What follows belongs to an exercise in optimizing a design on an open flow for small area, a short achievable clock period and few clock cycles per item; a production flow would make more cautious choices. At most, simulation tests tie the RTL to the original design; equivalence was not proved. Power figures rest on the tool's default switching activity, not on a simulated workload.

==> flow/design.v (excerpt) <==
module up_sampler #(
    parameter int unsigned IN_W = 400,
    parameter int unsigned IN_H = 300,
    parameter int unsigned DW   = up_sampler_pkg::DW_DEF
) (
    input  logic          clk,
    input  logic          rst,
    output logic          rd_en,
    input  logic          din_valid,
    input  logic [DW-1:0] din,
    output logic          dout_valid,
    input  logic          dout_ready,
    output logic [DW-1:0] dout,
    output logic          sof,
    output logic          eol,
    output logic          frame_done
);
==> module up_sampler, before the edit <==
module up_sampler #(
    parameter int unsigned IN_W = 400,
    parameter int unsigned IN_H = 300,
    parameter int unsigned DW   = up_sampler_pkg::DW_DEF
) (
    input  logic          clk,
    input  logic          rst,
    output logic          rd_en,
    input  logic          din_valid,
    input  logic [DW-1:0] din,
    output logic          dout_valid,
    input  logic          dout_ready,
    output logic [DW-1:0] dout,
    output logic          sof,
    output logic          eol,
    output logic          frame_done
);
    localparam int unsigned D   = up_sampler_pkg::TAP_D;
    localparam int unsigned K   = IN_W / D;
    localparam int unsigned TW  = $clog2(K);
    localparam int unsigned OW  = $clog2(D);
    localparam int unsigned CW  = $clog2(IN_W + 1);
    localparam int unsigned LW  = $clog2(IN_H);
    logic [TW-1:0] rj, wj;
    logic [OW-1:0] ro, wo;
    logic          ralign, walign;      
    logic [CW-1:0] rc;                  
    logic          rlast;               
    logic          rcopy;               
    logic [LW-1:0] rline;
    logic          rline_last;          
    logic          rsof;                
    logic [CW-1:0] wc;                  
    logic          wc_open;             
    logic          lead_pos, lead_neg;  
    logic          rd_ok, wr_ok;        
    logic rd_go, wr_go, t01, t10;
    logic [DW-1:0] ring_q;
    logic [DW+2:0] pq;
    logic          pv;
    logic [DW-1:0] iq0, iq1;
    logic [1:0]    icnt;
    logic          rd_en_q, req1;
    logic          hv, hph, heol, hlast;
    logic [DW-1:0] hd;
    logic          sof_q, eol_q, fd_q;
    logic take, adv;
    assign rd_go = ralign & ~pv & rd_ok;
    assign wr_go = walign & (icnt != 2'd0) & wr_ok;
    assign t01   = rd_go & rlast & ~rcopy;
    assign t10   = rd_go & rlast & rcopy;
    up_line_buf #(
        .N (IN_W),
        .D (D),
        .DW(DW),
        .K (K),
        .TW(TW)
    ) u_line_buf (
        .clk  (clk),
        .we   (wr_go),
        .wtap (wj),
        .wdata(iq0),
        .rtap (rj),
        .rdata(ring_q)
    );
    assign adv  = hv & dout_ready & ~hph;
    assign take = ~hv | (dout_ready & hph);
    logic lead_ge2, lead_lem2, pos_n, neg_n, rcopy_n, wc_open_n;
    assign lead_ge2  = {1'b0, wc} >= {1'b0, rc} + (CW+1)'(2);
    assign lead_lem2 = {1'b0, rc} >= {1'b0, wc} + (CW+1)'(2);
    always_comb begin
        if (t01) begin
            pos_n = 1'b0;
            neg_n = 1'b0;
        end else if (t10) begin
            pos_n = (wc != '0) | wr_go;
            neg_n = 1'b0;
        end else if (wr_go == rd_go) begin
            pos_n = lead_pos;
            neg_n = lead_neg;
        end else if (wr_go) begin
            pos_n = ~lead_neg;
            neg_n = lead_lem2;
        end else begin
            pos_n = lead_ge2;
            neg_n = ~lead_pos;
        end
        rcopy_n   = (rd_go & rlast) ? ~rcopy : rcopy;
        wc_open_n = t01 | (wr_go ? (wc != CW'(IN_W - 1)) : wc_open);
    end
    always_ff @(posedge clk) begin
        if (rst) begin
            rj <= '0; ro <= '0; ralign <= 1'b1;
            wj <= '0; wo <= '0; walign <= 1'b1;
            rc <= '0; rlast <= 1'b0; rcopy <= 1'b0;
            rline <= '0; rline_last <= 1'b0; rsof <= 1'b1;
            wc <= '0; wc_open <= 1'b1;
            lead_pos <= 1'b0; lead_neg <= 1'b0;
            rd_ok <= 1'b0; wr_ok <= 1'b1;
            pv <= 1'b0; icnt <= '0;
            rd_en_q <= 1'b0; req1 <= 1'b0; hd <= '0;
            hv <= 1'b0; hph <= 1'b0; heol <= 1'b0; hlast <= 1'b0;
            sof_q <= 1'b0; eol_q <= 1'b0; fd_q <= 1'b0;
        end else begin
            if (rd_go) begin
                rj <= rj - TW'(2);
                ro <= OW'(D - 1);
                ralign <= 1'b0;
            end else begin
                ralign <= (ro == OW'(D - 1));
                if (ro == OW'(D - 1)) begin
                    rj <= rj + TW'(1);
                    ro <= '0;
                end else begin
                    ro <= ro + OW'(1);
                end
            end
            if (rd_go) begin
                rc    <= rlast ? '0 : rc + CW'(1);
                rlast <= ~rlast & (rc == CW'(IN_W - 2));
                rsof  <= t10 & rline_last;
                if (t10) begin
                    rline      <= rline_last ? '0 : rline + LW'(1);
                    rline_last <= ~rline_last & (rline == LW'(IN_H - 2));
                end
            end
            rcopy <= rcopy_n;
            if (t01) begin
                wc <= '0;
                wj <= rj - TW'(2);
                wo <= OW'(D - 1);
                walign <= 1'b0;
            end else if (wr_go) begin
                wc <= wc + CW'(1);
                wj <= wj - TW'(2);
                wo <= OW'(D - 1);
                walign <= 1'b0;
            end else begin
                walign <= (wo == OW'(D - 1));
                if (wo == OW'(D - 1)) begin
                    wj <= wj + TW'(1);
                    wo <= '0;
                end else begin
                    wo <= wo + OW'(1);
                end
            end
            wc_open <= wc_open_n;
            lead_pos <= pos_n;
            lead_neg <= neg_n;
            rd_ok <= rcopy_n | pos_n;
            wr_ok <= rcopy_n ? neg_n : wc_open_n;
            pv <= rd_go | (pv & ~take);
            icnt <= icnt + (din_valid ? 2'd1 : 2'd0) - (wr_go ? 2'd1 : 2'd0);
            req1 <= rd_en_q;
            rd_en_q <= ({1'b0, icnt} + (req1 ? 3'd1 : 3'd0)
                        + (rd_en_q ? 3'd1 : 3'd0) - (wr_go ? 3'd1 : 3'd0)) < 3'd2;
            fd_q <= hv & dout_ready & hph & hlast;
            if (take) hd <= pq[DW-1:0];
            if (adv) begin
                hph   <= 1'b1;
                sof_q <= 1'b0;
                eol_q <= heol;
            end else if (take) begin
                hv    <= pv;
                hph   <= 1'b0;
                eol_q <= 1'b0;
                sof_q <= pq[DW+2];
                heol  <= pq[DW+1];
                hlast <= pq[DW];
            end
        end
    end
    always_ff @(posedge clk) begin
        if (rd_go) pq <= {rsof, rlast, rcopy & rlast & rline_last, ring_q};
        if (wr_go) begin
            iq0 <= (icnt == 2'd2) ? iq1 : din;
            if (icnt == 2'd2) iq1 <= din;
        end else if (icnt == 2'd0) begin
            iq0 <= din;
        end else if (icnt == 2'd1) begin
            iq1 <= din;
        end
    end
    assign rd_en      = rd_en_q;
    assign dout_valid = hv;
    assign dout       = hd;
    assign sof        = sof_q;
    assign eol        = eol_q;
    assign frame_done = fd_q;
endmodule
clock: 5.0 ns
lec_check: 0
abc_clock_period_in_ps: 2000
cap_margin: 20
core_margin: 2
core_utilization: 60
cts_cluster_diameter: 60
cts_cluster_size: 30
place_density: 0.75
setup_slack_margin: 2.7
slew_margin: 20
run.sh (not shown) runs the stock make flow with config.mk's settings and CLKGATE_MAP_FILE= SYNTH_SCRIPT=/design/flow/synth_recipe.tcl, a recipe that flattens the netlist after the stock synthesis.
Testbench counts at the start, summed over its fixed seeds: cycles 1,920,208, items 1,920,000.
Then changed:
--- a/flow/design.v
+++ b/flow/design.v
@@ -76,9 +76,9 @@
     logic [DW-1:0] iq0, iq1;
     logic [1:0]    icnt;
     logic          rd_en_q, req1;
     logic          hv, hph, heol, hlast;
-    logic [DW-1:0] hd;
+    logic [DW-1:0] hd, hcur;            
     logic          sof_q, eol_q, fd_q;
     logic take, adv;
     assign rd_go = ralign & ~pv & rd_ok;
     assign wr_go = walign & (icnt != 2'd0) & wr_ok;
@@ -189,9 +189,9 @@
             req1 <= rd_en_q;
             rd_en_q <= ({1'b0, icnt} + (req1 ? 3'd1 : 3'd0)
                         + (rd_en_q ? 3'd1 : 3'd0) - (wr_go ? 3'd1 : 3'd0)) < 3'd2;
             fd_q <= hv & dout_ready & hph & hlast;
-            if (take) hd <= pq[DW-1:0];
+            hd <= take ? pq[DW-1:0] : hcur;
             if (adv) begin
                 hph   <= 1'b1;
                 sof_q <= 1'b0;
                 eol_q <= heol;
@@ -205,8 +205,9 @@
             end
         end
     end
     always_ff @(posedge clk) begin
+        if (take) hcur <= pq[DW-1:0];
         if (rd_go) pq <= {rsof, rlast, rcopy & rlast & rline_last, ring_q};
         if (wr_go) begin
             iq0 <= (icnt == 2'd2) ? iq1 : din;
             if (icnt == 2'd2) iq1 <= din;
Die area is about the same.
Wire length came out higher by 1.1%.
Synthesized cell count came out lower by 0.41%.
Core utilization came out lower by 0.30 points.
Setup slack improved by 0.019 ns.
Via count came out lower by 1.1%.
Worst hold slack improved by 0.0076 ns.
Design area came out higher by 0.48%.
Clock skew came out lower by 0.012 ns.
First-iteration DRC count came out lower by 0.83%.
Sequential power is about the same.
Critical path depth does not change.
The RTL of the second run of this note was laid out without a check of its function.

-- separate check: timing with driven ports --
In the flow no input, the clock included, has a driving cell. The finished layouts below were timed again as built, in two steps. Step 1: set_driving_cell puts a clkbuf_16 on clk and a buf_2 on each other input, an assumption about the parent block. Step 2 adds t to the input delays and takes it off the output delays; t is the mean of the earliest and latest rising clock arrival at the registers after step 1. Input paths then give back, and output paths get back, about the clock's delay inside the block. Slacks: ideal ports / drivers / drivers and shift; pairs: ideal ports / drivers.
| run | t (ns) | slack for setup (ns) | worst setup path after step 2 | latest minus earliest clock arrival (ns) | pins driven straight from the clock port |
|---|---|---|---|---|---|
| the first run | 0.817 | 2.698 / 2.627 / 2.439 | input to register | 0.048 / 0.049 | 1 |
| the second run | 0.820 | 2.717 / 2.647 / 2.313 | input to register | 0.055 / 0.055 | 1 |
After both steps every run listed still meets setup and hold. For the second run, which loses most, drivers alone change the setup slack by -0.070 ns; drivers and shift together by -0.404 ns.
